Background: an optimization exercise with open tools, aiming at small area and a short achievable clock period. Do not read the settings as production practice. Only the layout flow was run in this run; the RTL was not checked for function there. No activity file was given, so power comes from the tool's default toggle rates.

## flow/flow/run.sh

```bash
#!/bin/bash
set -euo pipefail
bash standard.sh BUFFER_PORTS_ARGS="-buffer_cell sky130_fd_sc_hd__buf_1" SETUP_SLACK_MARGIN=5.6 CTS_ARGS="-sink_clustering_enable -repair_clock_nets -buf_list sky130_fd_sc_hd__clkbuf_4 -dont_use_dummy_load -sink_clustering_size 10 -sink_clustering_max_diameter 35" finish > flow_make.log 2>&1
```

## flow/standard.sh

```bash
#!/bin/bash
# synth_recipe.tcl (not shown) runs the flow's synth.tcl, then flattens the netlist and writes it again
# the make line also repeats each setting of config.mk as NAME=value (left out here)
make -C /OpenROAD-flow-scripts/flow DESIGN_CONFIG=/design/flow/config.mk WORK_HOME=/design/flow/orfs CLKGATE_MAP_FILE= SYNTH_SCRIPT=/design/flow/synth_recipe.tcl "${@:-finish}"
```

## flow/design.v

```verilog
module ray_issue_arbiter #(
  parameter int unsigned H_DISP      = 1280,
  parameter int unsigned V_DISP      = 720,
  parameter int unsigned W           = 16,
  parameter int unsigned CNT_W       = 5,
  parameter int unsigned ADDR_W      = 20,
  parameter int unsigned SCALE_SHIFT = 7,
  parameter int unsigned INFL_W      = 12
) (
  input  logic                clk,
  input  logic                rst,
  input  logic                frame_start,
  output logic                frame_busy,
  output logic                frame_done,
  input  logic [3*W-1:0]      cam_pos,
  input  logic [3*W-1:0]      vp_origin,
  input  logic [3*W-1:0]      vp_u,
  input  logic [3*W-1:0]      vp_v,
  input  logic                rec_valid,
  output logic                rec_ready,
  input  logic [3*W-1:0]      rec_pos,
  input  logic [3*W-1:0]      rec_slope,
  input  logic [CNT_W-1:0]    rec_cnt,
  input  logic [ADDR_W-1:0]   rec_addr,
  input  logic                retire,
  output logic                out_valid,
  input  logic                out_ready,
  output logic [3*W-1:0]      out_pos,
  output logic [3*W-1:0]      out_slope,
  output logic [CNT_W-1:0]    out_cnt,
  output logic [ADDR_W-1:0]   out_addr
);
  localparam int unsigned XW = (H_DISP > 1) ? $clog2(H_DISP) : 1;
  localparam int unsigned AW = W + SCALE_SHIFT;    
  localparam int unsigned VW = 3 * W;
  localparam int unsigned V3 = AW - 3;
  localparam int unsigned LAST_ADDR = H_DISP * V_DISP - 1;
  typedef enum logic [1:0] {
    IDLE  = 2'd0,
    SCAN  = 2'd1,
    DRAIN = 2'd2
  } state_t;
  state_t              state_q, state_d;
  logic                done_c;
  logic [2:0]          xb_q;      
  logic [ADDR_W-1:0]   pix_addr_q;
  logic [INFL_W-1:0]   inflight_q;
  logic                infl_full_q, infl_zero_q;    
  logic [VW-1:0]       cam_q;
  logic                first_q, rs_q;    
  logic                load_c, issue_c, start_c, row_end_c, last_px_c, retire_eff_c;
  logic [VW-1:0]       new_slope_c;
  assign load_c       = !out_valid || out_ready;
  assign rec_ready    = load_c;
  assign start_c      = (state_q == IDLE) && frame_start;
  assign issue_c      = load_c && !rec_valid && (state_q == SCAN) && !infl_full_q;
  assign row_end_c    = (&pix_addr_q[7:0]) && (xb_q == 3'd4);
  assign last_px_c    = (pix_addr_q == ADDR_W'(LAST_ADDR));
  assign retire_eff_c = retire && !infl_zero_q;
  for (genvar c = 0; c < 3; c++) begin : g_axis
    logic [W-1:0]  u_q, v_q;
    logic [AW-1:0] acc_q, row_q, op_a, op_b, sum;
    logic [W-1:0]  org_w, uf, vf;
    logic [AW-1:0] init_s, init_c;
    assign org_w = vp_origin[c*W +: W];
    assign uf    = {vp_u[c*W+W-1], ~vp_u[c*W +: W-1]};    
    assign vf    = {~vp_v[c*W+W-1], vp_v[c*W +: W-1]};    
    logic fs1, fc2, fs3, fc4, fs5, fc6, fs7, fc8, fs9, fc10, fs11, fc12, fs13, fc14, fs15, fc16, fs17, fc18, fs19, fc20, hs21, hc22, fs23, fc24, hs25, hc26, fs27, fc28, fs29, fc30, fs31, fc32, hs33, hc34, fs35, fc36, fs37, fc38, fs39, fc40, fs41, fc42, fs43, fc44, fs45, fc46, fs47, fc48, fs49, fc50, fs51, fc52, fs53, fc54, fs55, fc56, fs57, fc58, fs59, fc60, fs61, fc62, fs63, fc64, fs65, fc66, fs67, fc68, fs69, fc70, fs71, fc72, fs73, fc74, fs75, fc76, fs77, fc78, fs79, fc80, fs81, fc82, fs83, fc84, fs85, fc86, fs87, fc88, hs89, hc90, fs91, fc92, fs93, fc94, fs95, fc96, fs97, fc98, fs99, fc100, fs101, fc102, fs103, fc104, fs105, fc106, fs107, fc108, fs109, fc110, fs111, fc112, fs113, fc114, fs115, fc116, fs117, fc118, fs119, fc120, hs121, hc122, fs123, fc124, fs125, fc126, fs127, fc128, fs129, fc130, fs131, fc132, fs133, fc134, fs135, fc136, fs137, fc138, fs139, fc140, fs141, fc142, fs143, fc144, fs145, fc146, fs147, fc148, fs149, fc150, fs151, fc152, fs153, fc154;
    assign fs1 = org_w[2] ^ uf[2] ^ uf[0];
    assign fc2 = (org_w[2] & uf[2]) | (org_w[2] & uf[0]) | (uf[2] & uf[0]);
    assign fs3 = org_w[3] ^ uf[3] ^ uf[1];
    assign fc4 = (org_w[3] & uf[3]) | (org_w[3] & uf[1]) | (uf[3] & uf[1]);
    assign fs5 = org_w[4] ^ uf[4] ^ uf[2];
    assign fc6 = (org_w[4] & uf[4]) | (org_w[4] & uf[2]) | (uf[4] & uf[2]);
    assign fs7 = org_w[5] ^ uf[5] ^ uf[3];
    assign fc8 = (org_w[5] & uf[5]) | (org_w[5] & uf[3]) | (uf[5] & uf[3]);
    assign fs9 = org_w[6] ^ uf[6] ^ uf[4];
    assign fc10 = (org_w[6] & uf[6]) | (org_w[6] & uf[4]) | (uf[6] & uf[4]);
    assign fs11 = org_w[7] ^ uf[7] ^ uf[5];
    assign fc12 = (org_w[7] & uf[7]) | (org_w[7] & uf[5]) | (uf[7] & uf[5]);
    assign fs13 = org_w[8] ^ uf[8] ^ uf[6];
    assign fc14 = (org_w[8] & uf[8]) | (org_w[8] & uf[6]) | (uf[8] & uf[6]);
    assign fs15 = org_w[9] ^ uf[9] ^ uf[7];
    assign fc16 = (org_w[9] & uf[9]) | (org_w[9] & uf[7]) | (uf[9] & uf[7]);
    assign fs17 = org_w[10] ^ uf[10] ^ uf[8];
    assign fc18 = (org_w[10] & uf[10]) | (org_w[10] & uf[8]) | (uf[10] & uf[8]);
    assign fs19 = org_w[11] ^ uf[11] ^ uf[9];
    assign fc20 = (org_w[11] & uf[11]) | (org_w[11] & uf[9]) | (uf[11] & uf[9]);
    assign hs21 = vf[15] ^ vf[13];
    assign hc22 = vf[15] & vf[13];
    assign fs23 = org_w[12] ^ uf[12] ^ uf[10];
    assign fc24 = (org_w[12] & uf[12]) | (org_w[12] & uf[10]) | (uf[12] & uf[10]);
    assign hs25 = vf[14] ^ vf[13];
    assign hc26 = vf[14] & vf[13];
    assign fs27 = org_w[13] ^ uf[13] ^ uf[11];
    assign fc28 = (org_w[13] & uf[13]) | (org_w[13] & uf[11]) | (uf[13] & uf[11]);
    assign fs29 = org_w[0] ^ uf[0] ^ vf[4];
    assign fc30 = (org_w[0] & uf[0]) | (org_w[0] & vf[4]) | (uf[0] & vf[4]);
    assign fs31 = org_w[1] ^ uf[1] ^ vf[5];
    assign fc32 = (org_w[1] & uf[1]) | (org_w[1] & vf[5]) | (uf[1] & vf[5]);
    assign hs33 = vf[3] ^ vf[2];
    assign hc34 = vf[3] & vf[2];
    assign fs35 = fs1 ^ vf[6] ^ vf[4];
    assign fc36 = (fs1 & vf[6]) | (fs1 & vf[4]) | (vf[6] & vf[4]);
    assign fs37 = vf[3] ^ vf[1] ^ 1'b1;
    assign fc38 = (vf[3] & vf[1]) | (vf[3] & 1'b1) | (vf[1] & 1'b1);
    assign fs39 = fs3 ^ vf[7] ^ vf[5];
    assign fc40 = (fs3 & vf[7]) | (fs3 & vf[5]) | (vf[7] & vf[5]);
    assign fs41 = vf[4] ^ vf[2] ^ fc2;
    assign fc42 = (vf[4] & vf[2]) | (vf[4] & fc2) | (vf[2] & fc2);
    assign fs43 = fs5 ^ vf[8] ^ vf[6];
    assign fc44 = (fs5 & vf[8]) | (fs5 & vf[6]) | (vf[8] & vf[6]);
    assign fs45 = vf[5] ^ vf[3] ^ fc4;
    assign fc46 = (vf[5] & vf[3]) | (vf[5] & fc4) | (vf[3] & fc4);
    assign fs47 = fs7 ^ vf[9] ^ vf[7];
    assign fc48 = (fs7 & vf[9]) | (fs7 & vf[7]) | (vf[9] & vf[7]);
    assign fs49 = vf[6] ^ vf[4] ^ fc6;
    assign fc50 = (vf[6] & vf[4]) | (vf[6] & fc6) | (vf[4] & fc6);
    assign fs51 = fs9 ^ vf[10] ^ vf[8];
    assign fc52 = (fs9 & vf[10]) | (fs9 & vf[8]) | (vf[10] & vf[8]);
    assign fs53 = vf[7] ^ vf[5] ^ fc8;
    assign fc54 = (vf[7] & vf[5]) | (vf[7] & fc8) | (vf[5] & fc8);
    assign fs55 = fs11 ^ vf[11] ^ vf[9];
    assign fc56 = (fs11 & vf[11]) | (fs11 & vf[9]) | (vf[11] & vf[9]);
    assign fs57 = vf[8] ^ vf[6] ^ fc10;
    assign fc58 = (vf[8] & vf[6]) | (vf[8] & fc10) | (vf[6] & fc10);
    assign fs59 = fs13 ^ vf[12] ^ vf[10];
    assign fc60 = (fs13 & vf[12]) | (fs13 & vf[10]) | (vf[12] & vf[10]);
    assign fs61 = vf[9] ^ vf[7] ^ fc12;
    assign fc62 = (vf[9] & vf[7]) | (vf[9] & fc12) | (vf[7] & fc12);
    assign fs63 = fs15 ^ vf[13] ^ vf[11];
    assign fc64 = (fs15 & vf[13]) | (fs15 & vf[11]) | (vf[13] & vf[11]);
    assign fs65 = vf[10] ^ vf[8] ^ fc14;
    assign fc66 = (vf[10] & vf[8]) | (vf[10] & fc14) | (vf[8] & fc14);
    assign fs67 = fs17 ^ vf[14] ^ vf[12];
    assign fc68 = (fs17 & vf[14]) | (fs17 & vf[12]) | (vf[14] & vf[12]);
    assign fs69 = vf[11] ^ vf[9] ^ fc16;
    assign fc70 = (vf[11] & vf[9]) | (vf[11] & fc16) | (vf[9] & fc16);
    assign fs71 = fs19 ^ hs21 ^ vf[12];
    assign fc72 = (fs19 & hs21) | (fs19 & vf[12]) | (hs21 & vf[12]);
    assign fs73 = vf[10] ^ 1'b1 ^ fc18;
    assign fc74 = (vf[10] & 1'b1) | (vf[10] & fc18) | (1'b1 & fc18);
    assign fs75 = fs23 ^ hs25 ^ vf[11];
    assign fc76 = (fs23 & hs25) | (fs23 & vf[11]) | (hs25 & vf[11]);
    assign fs77 = 1'b1 ^ fc20 ^ hc22;
    assign fc78 = (1'b1 & fc20) | (1'b1 & hc22) | (fc20 & hc22);
    assign fs79 = fs27 ^ vf[15] ^ vf[14];
    assign fc80 = (fs27 & vf[15]) | (fs27 & vf[14]) | (vf[15] & vf[14]);
    assign fs81 = vf[12] ^ fc24 ^ hc26;
    assign fc82 = (vf[12] & fc24) | (vf[12] & hc26) | (fc24 & hc26);
    assign fs83 = org_w[14] ^ uf[14] ^ uf[12];
    assign fc84 = (org_w[14] & uf[14]) | (org_w[14] & uf[12]) | (uf[14] & uf[12]);
    assign fs85 = vf[15] ^ vf[13] ^ fc28;
    assign fc86 = (vf[15] & vf[13]) | (vf[15] & fc28) | (vf[13] & fc28);
    assign fs87 = org_w[15] ^ uf[15] ^ uf[13];
    assign fc88 = (org_w[15] & uf[15]) | (org_w[15] & uf[13]) | (uf[15] & uf[13]);
    assign hs89 = fs29 ^ vf[2];
    assign hc90 = fs29 & vf[2];
    assign fs91 = fs31 ^ hs33 ^ vf[0];
    assign fc92 = (fs31 & hs33) | (fs31 & vf[0]) | (hs33 & vf[0]);
    assign fs93 = fs35 ^ fs37 ^ fc32;
    assign fc94 = (fs35 & fs37) | (fs35 & fc32) | (fs37 & fc32);
    assign fs95 = fs39 ^ fs41 ^ fc36;
    assign fc96 = (fs39 & fs41) | (fs39 & fc36) | (fs41 & fc36);
    assign fs97 = fs43 ^ fs45 ^ fc40;
    assign fc98 = (fs43 & fs45) | (fs43 & fc40) | (fs45 & fc40);
    assign fs99 = fs47 ^ fs49 ^ fc44;
    assign fc100 = (fs47 & fs49) | (fs47 & fc44) | (fs49 & fc44);
    assign fs101 = fs51 ^ fs53 ^ fc48;
    assign fc102 = (fs51 & fs53) | (fs51 & fc48) | (fs53 & fc48);
    assign fs103 = fs55 ^ fs57 ^ fc52;
    assign fc104 = (fs55 & fs57) | (fs55 & fc52) | (fs57 & fc52);
    assign fs105 = fs59 ^ fs61 ^ fc56;
    assign fc106 = (fs59 & fs61) | (fs59 & fc56) | (fs61 & fc56);
    assign fs107 = fs63 ^ fs65 ^ fc60;
    assign fc108 = (fs63 & fs65) | (fs63 & fc60) | (fs65 & fc60);
    assign fs109 = fs67 ^ fs69 ^ fc64;
    assign fc110 = (fs67 & fs69) | (fs67 & fc64) | (fs69 & fc64);
    assign fs111 = fs71 ^ fs73 ^ fc68;
    assign fc112 = (fs71 & fs73) | (fs71 & fc68) | (fs73 & fc68);
    assign fs113 = fs75 ^ fs77 ^ fc72;
    assign fc114 = (fs75 & fs77) | (fs75 & fc72) | (fs77 & fc72);
    assign fs115 = fs79 ^ fs81 ^ fc76;
    assign fc116 = (fs79 & fs81) | (fs79 & fc76) | (fs81 & fc76);
    assign fs117 = fs83 ^ fs85 ^ fc80;
    assign fc118 = (fs83 & fs85) | (fs83 & fc80) | (fs85 & fc80);
    assign fs119 = fs87 ^ vf[14] ^ fc84;
    assign fc120 = (fs87 & vf[14]) | (fs87 & fc84) | (vf[14] & fc84);
    assign hs121 = vf[3] ^ vf[1];
    assign hc122 = vf[3] & vf[1];
    assign fs123 = hs89 ^ vf[1] ^ 1'b1;
    assign fc124 = (hs89 & vf[1]) | (hs89 & 1'b1) | (vf[1] & 1'b1);
    assign fs125 = fs91 ^ fc30 ^ hc90;
    assign fc126 = (fs91 & fc30) | (fs91 & hc90) | (fc30 & hc90);
    assign fs127 = fs93 ^ hc34 ^ fc92;
    assign fc128 = (fs93 & hc34) | (fs93 & fc92) | (hc34 & fc92);
    assign fs129 = fs95 ^ fc38 ^ fc94;
    assign fc130 = (fs95 & fc38) | (fs95 & fc94) | (fc38 & fc94);
    assign fs131 = fs97 ^ fc42 ^ fc96;
    assign fc132 = (fs97 & fc42) | (fs97 & fc96) | (fc42 & fc96);
    assign fs133 = fs99 ^ fc46 ^ fc98;
    assign fc134 = (fs99 & fc46) | (fs99 & fc98) | (fc46 & fc98);
    assign fs135 = fs101 ^ fc50 ^ fc100;
    assign fc136 = (fs101 & fc50) | (fs101 & fc100) | (fc50 & fc100);
    assign fs137 = fs103 ^ fc54 ^ fc102;
    assign fc138 = (fs103 & fc54) | (fs103 & fc102) | (fc54 & fc102);
    assign fs139 = fs105 ^ fc58 ^ fc104;
    assign fc140 = (fs105 & fc58) | (fs105 & fc104) | (fc58 & fc104);
    assign fs141 = fs107 ^ fc62 ^ fc106;
    assign fc142 = (fs107 & fc62) | (fs107 & fc106) | (fc62 & fc106);
    assign fs143 = fs109 ^ fc66 ^ fc108;
    assign fc144 = (fs109 & fc66) | (fs109 & fc108) | (fc66 & fc108);
    assign fs145 = fs111 ^ fc70 ^ fc110;
    assign fc146 = (fs111 & fc70) | (fs111 & fc110) | (fc70 & fc110);
    assign fs147 = fs113 ^ fc74 ^ fc112;
    assign fc148 = (fs113 & fc74) | (fs113 & fc112) | (fc74 & fc112);
    assign fs149 = fs115 ^ fc78 ^ fc114;
    assign fc150 = (fs115 & fc78) | (fs115 & fc114) | (fc78 & fc114);
    assign fs151 = fs117 ^ fc82 ^ fc116;
    assign fc152 = (fs117 & fc82) | (fs117 & fc116) | (fc82 & fc116);
    assign fs153 = fs119 ^ fc86 ^ fc118;
    assign fc154 = (fs119 & fc86) | (fs119 & fc118) | (fc86 & fc118);
    assign init_s[0] = 1'b0;
    assign init_c[0] = 1'b0;
    assign init_s[1] = 1'b0;
    assign init_c[1] = 1'b0;
    assign init_s[2] = 1'b0;
    assign init_c[2] = 1'b0;
    assign init_s[3] = vf[0];
    assign init_c[3] = 1'b0;
    assign init_s[4] = vf[1];
    assign init_c[4] = 1'b0;
    assign init_s[5] = vf[2];
    assign init_c[5] = vf[0];
    assign init_s[6] = hs121;
    assign init_c[6] = vf[0];
    assign init_s[7] = fs123;
    assign init_c[7] = hc122;
    assign init_s[8] = fs125;
    assign init_c[8] = fc124;
    assign init_s[9] = fs127;
    assign init_c[9] = fc126;
    assign init_s[10] = fs129;
    assign init_c[10] = fc128;
    assign init_s[11] = fs131;
    assign init_c[11] = fc130;
    assign init_s[12] = fs133;
    assign init_c[12] = fc132;
    assign init_s[13] = fs135;
    assign init_c[13] = fc134;
    assign init_s[14] = fs137;
    assign init_c[14] = fc136;
    assign init_s[15] = fs139;
    assign init_c[15] = fc138;
    assign init_s[16] = fs141;
    assign init_c[16] = fc140;
    assign init_s[17] = fs143;
    assign init_c[17] = fc142;
    assign init_s[18] = fs145;
    assign init_c[18] = fc144;
    assign init_s[19] = fs147;
    assign init_c[19] = fc146;
    assign init_s[20] = fs149;
    assign init_c[20] = fc148;
    assign init_s[21] = fs151;
    assign init_c[21] = fc150;
    assign init_s[22] = fs153;
    assign init_c[22] = fc152;
    assign op_a = rs_q ? row_q : acc_q;
    assign op_b = first_q ? row_q : rs_q ? ~(AW'($signed(v_q))) : AW'($signed(u_q));
    assign sum  = op_a + op_b + AW'(rs_q);
    always_ff @(posedge clk) begin
      if (start_c) begin
        u_q   <= vp_u[c*W +: W];
        v_q   <= vp_v[c*W +: W];
        acc_q <= init_s;
        row_q <= init_c;
      end else if (issue_c) begin
        acc_q <= sum;
        if (rs_q || first_q) row_q <= sum;
      end
    end
    assign new_slope_c[c*W +: W] = sum[AW-1 -: W];
  end
  always_ff @(posedge clk) begin
    if (start_c) begin
      first_q <= 1'b1;
      rs_q    <= 1'b0;
    end else if (issue_c) begin
      first_q <= 1'b0;
      rs_q    <= row_end_c;
    end
  end
  always_ff @(posedge clk or negedge rst) begin
    if (!rst) state_q <= IDLE;
    else      state_q <= state_d;
  end
  always_comb begin
    state_d = state_q;
    done_c  = 1'b0;
    case (state_q)
      IDLE:  if (frame_start) state_d = SCAN;
      SCAN:  if (issue_c && last_px_c) state_d = DRAIN;
      DRAIN: begin
        if (infl_zero_q) begin
          state_d = IDLE;
          done_c  = 1'b1;
        end
      end
      default: state_d = IDLE;
    endcase
  end
  always_ff @(posedge clk or negedge rst) begin
    if (!rst) begin
      frame_busy <= 1'b0;
      frame_done <= 1'b0;
    end else begin
      frame_busy <= (state_d != IDLE);
      frame_done <= done_c;
    end
  end
  always_ff @(posedge clk) begin
    if (start_c) cam_q <= cam_pos;
  end
  always_ff @(posedge clk or negedge rst) begin
    if (!rst) begin
      xb_q       <= '0;
      pix_addr_q <= '0;
    end else if (issue_c) begin
      if (last_px_c) begin
        xb_q       <= '0;
        pix_addr_q <= '0;
      end else begin
        if (&pix_addr_q[7:0]) xb_q <= row_end_c ? 3'd0 : xb_q + 3'd1;
        pix_addr_q <= pix_addr_q + ADDR_W'(1);
      end
    end
  end
  always_ff @(posedge clk or negedge rst) begin
    if (!rst) begin
      inflight_q  <= '0;
      infl_full_q <= 1'b0;
      infl_zero_q <= 1'b1;
    end else begin
      case ({issue_c, retire_eff_c})
        2'b10: begin
          inflight_q  <= inflight_q + INFL_W'(1);
          infl_full_q <= (inflight_q == INFL_W'((1 << INFL_W) - 2));
          infl_zero_q <= 1'b0;
        end
        2'b01: begin
          inflight_q  <= inflight_q - INFL_W'(1);
          infl_full_q <= 1'b0;
          infl_zero_q <= (inflight_q == INFL_W'(1));
        end
        default: ;
      endcase
    end
  end
  always_ff @(posedge clk or negedge rst) begin
    if (!rst) begin
      out_valid <= 1'b0;
      out_pos   <= '0;
      out_slope <= '0;
      out_cnt   <= '0;
      out_addr  <= '0;
    end else if (load_c) begin
      if (rec_valid) begin
        out_valid <= 1'b1;
        out_pos   <= rec_pos;
        out_slope <= rec_slope;
        out_cnt   <= rec_cnt;
        out_addr  <= rec_addr;
      end else if (issue_c) begin
        out_valid <= 1'b1;
        out_pos   <= cam_q;
        out_slope <= new_slope_c;
        out_cnt   <= '0;
        out_addr  <= pix_addr_q;
      end else begin
        out_valid <= 1'b0;
      end
    end
  end
endmodule
```

## flow/constraint.sdc

```tcl
create_clock -name core_clock -period 10.0 [get_ports {clk}]
set_input_delay 2.0000 -clock core_clock [delete_from_list [all_inputs] [get_ports {clk}]]
set_output_delay 2.0000 -clock core_clock [all_outputs]
set_load 0.01 [all_outputs]
```

## flow/config.mk

```make
export PLATFORM = sky130hd
export DESIGN_NAME = ray_issue_arbiter
export DESIGN_NICKNAME = ray_issue_arbiter
export VERILOG_FILES = /design/flow/design.v
export SDC_FILE = /design/flow/constraint.sdc
export NUM_CORES = 4
export LEC_CHECK = 0
export CAP_MARGIN = 20
export CORE_MARGIN = 2
export CORE_UTILIZATION = 40
export CTS_BUF_LIST = sky130_fd_sc_hd__clkbuf_4
export SETUP_SLACK_MARGIN = 5
export SLEW_MARGIN = 20
```

==> results_dict.tcl <==
set metrics [dict create \
    cts_buffer_depth 3 \
    synth_top_family_by_area "adder cells" \
    holdCritPathClass "reg -> reg" \
    wl_mm 83.7 \
    route.detailed.drc 0 \
    synth_edf_count 258 \
    grt_setup_unrepaired "false" \
    worstPathArrival_ns 2.38 \
    ctsHtreeMaxLevel 3 \
    synth_compound_area_share_pct 13.4 \
    antenna_found_initial 13 \
    cts_tree "built" \
    synthMuxAreaShare_pct 5.37 \
    vias 21700 \
    nets 3793 \
    die_y_um 270 \
    power_leakage_nw 13.2 \
    cp-start-kind "primary input" \
    period_minus_slack_ns 4.38 \
    endpoint_kind "primary output" \
    cap_viol_max_count 0 \
    std_cell_rows 97 \
    area_growth_pct 12.5 \
    dieArea_um2 73100 \
    clk_latency_ns 0.89 \
    synthArstFlopShare_pct 36.5 \
    core_area_um2 70100 \
    cts_buffers 100 \
    synthSimpleGateAreaFrac_pct 9.77 \
    drive_gt1_share_pct 7.85 \
    viasPerCell 5.26 \
    grt_start_max_net_pins 122 \
    ys_types 79 \
    syn-num-nets 3342 \
    period_share_pct 43.8 \
    grt_pass1_wl_mm 129 \
    cts_sinks 447 \
    path_clk_slew_ns 0.06 \
    required_ns 8.00 \
    drtIter0Drc 1150 \
    status "timing/DRC/antenna clean" \
    ys_seq_area_share_pct 43.5 \
    dp_hpwl_mm 60.5 \
    crit_fanout 3 \
    yosys_warnings 1 \
    hold_ws_ns 0.455 \
    synth_fa_ha_area_share_pct 18.5 \
    syn_inst 2724 \
    layout_commonest_cell "buf_1" \
    dr.pass1.iters 5 \
    boundaryPins 444 \
    synth_flop_cell "edfxtp_1" \
    start_util_pct 40.5 \
    powerDensity_nw_per_um2 143 \
    hold_viol 0 \
    postRouteAntennaNets 0 \
    syn_area_um2 28400 \
    critPathKind "in -> out" \
    grt_use_total_pct 22.9 \
    gp_congestion 0.846 \
    io_buffers 443 \
    syn_avg_cell_area_um2 10.4 \
    fmax_mhz 228 \
    synthXorXnorAreaFrac_pct 3.12 \
    finalSetupTns_ns 0 \
    gr-total-overflow 0 \
    max-vdd-ir-drop_v 0.0000973 \
    slew_headroom_pct 30.3 \
    final_cell_mix "439 x buf_1, 345 x inv_1, 342 x nand2_1" \
    ys_ff_latch 447 \
    slew_viol_final 0 \
    grt_pass1_vias 21800 \
    chipWidth_um 270 \
    cts_root_buffer "clkbuf_4" \
    worst_pin_slew_ns 1.05 \
    skew_ns 0.120 \
    finalSetupViolations 0 \
    avgRoutedWirePerCell_um 20.3 \
]
[critical path: stages]
cell and delay [ns]:
buf_8 0.09, nand2b_4 0.15, buf_6 0.13
[sequential cells by signal, indices dropped and copies added, names as in the netlist]
register	flops
infl_zero_q	1
out_valid	1
out_pos	48
state_q	2
g_axis.u_q	48
infl_full_q	1
inflight_q	12
out_cnt	5
pix_addr_q	20
xb_q	3
frame_done	1
frame_busy	1
cam_q	48
out_addr	20
rs_q	1
first_q	1
g_axis.v_q	48
g_axis.row_q	69
g_axis.acc_q	69
out_slope	48
[metrics by stage]
| stage | area, um2 | std cells | setup WS (ns) | utilization (%) | power, W |
|---|---|---|---|---|---|
| 3_3_place_gp | 31000 | 4006 | 4.48 | 44.2 | 0.00349 |
| 4_1_cts | 31800 | 4111 | 5.52 | 45.4 | 0.00464 |
| 3_5_place_dp | 31000 | 4006 | 4.50 | 44.2 | 0.00350 |
| 5_1_grt | 31900 | 4114 | 5.61 | 45.5 | 0.00490 |
| 2_1_floorplan | 28400 | 2724 | 5.54 | - | 0.00306 |
| 6_report | 31900 | 4116 | 5.62 | 45.5 | 0.00457 |
[final cells by class]
cell class                 count  area (um2)
inverter                     350        1340
tap                          940        1180
clock buffer                 100         751
antenna                        3        7.51
multi-input combinational   1805       14400
timing repair buffer         471        1930
sequential                   447       12400
fill                        6789       38200
[where the power goes]
part	internal (W)	total [W]	switching (W)
Clock	0.000450	0.00112	0.000668
Combinational	0.000521	0.00124	0.000721
Sequential	0.00210	0.00221	0.000118
[cell usage after synthesis (all sizes together), types with 8 or more instances]
cell type | number | area [um2]
and3 | 27 | 169
dfrtp | 162 | 4050
nand4 | 15 | 93.8
xor2 | 32 | 280
nor3 | 22 | 115
o22ai | 8 | 50.1
clkbuf | 103 | 387
nand2 | 345 | 1290
o211ai | 9 | 67.6
nand3 | 66 | 330
fa | 201 | 4020
nor2 | 94 | 353
xnor2 | 69 | 604
and2 | 13 | 82.6
o21a | 12 | 90.1
inv | 350 | 1310
a21oi | 166 | 838
mux2i | 78 | 781
nor2b | 8 | 50.1
mux2 | 66 | 743
buf | 20 | 83.8
o21ai | 275 | 1380
dfxtp | 26 | 521
a21o | 21 | 158
a31oi | 14 | 100
ha | 98 | 1230
a22o | 58 | 510
edfxtp | 258 | 7750
[cells by family after synthesis]
family,count (synthesis)
AO/OA/AOI/OAI,631
AND/OR/NAND/NOR,629
buffers and inverters,473
XOR/XNOR,101
flip-flops,447
adder cells (fa/ha/maj),299
multiplexers,144
[metal layers]
metal,global-route usage (%),vias up,routed length (um)
met5,0,-,119
met4,5.82,18,1670
met3,5.82,129,7260
met2,35.5,810,37400
met1,32.1,10500,37300
li1,-,10200,-
[timing repair]
action | in CTS | in global routing
hold endpoints to repair | 0 | 0
hold buffers | 0 | 0
resized for setup | 6 | 19
setup buffers | 4 | 2
cloned | 1 | 0
setup endpoints to repair | 107 | 92
[final timing paths]
path	from	end	slack [ns]	cells after the start
max	out_ready	rec_ready	5.62	3
min	g_axis[2].acc_q[0]	g_axis[2].acc_q[0]	0.45	2
max reg2reg	rs_q	g_axis[2].row_q[21]	5.89	12
min reg2reg	g_axis[2].acc_q[0]	g_axis[2].acc_q[0]	0.45	2
max in group asynchronous	rst	out_slope[17]	7.34	2
min in group asynchronous	rst	out_pos[1]	1.13	1

afterwards: timing with drivers on the ports:
No port has a modelled driver above. Below, the same layout with a new extraction and two added sets of constraints. Step 1, drivers: a clkbuf_16 drives clk and a buf_2 each remaining input, both assumed. Step 2 times the ports against the registers' clock, not the clock port: input delays grow and output delays shrink by t, the midpoint of the rising clock arrivals with the driver on. Slacks: no drivers / after step 1 / after step 2; pairs: no drivers / after step 1.
t (ns): 0.896
setup WS [ns]: 5.622 / 5.577 / 4.990
worst data-port slew with drivers (ns): 0.09
After both steps this run still meets setup and hold. The setup slack of this run moves by -0.045 ns with the drivers and by -0.632 ns with both steps.
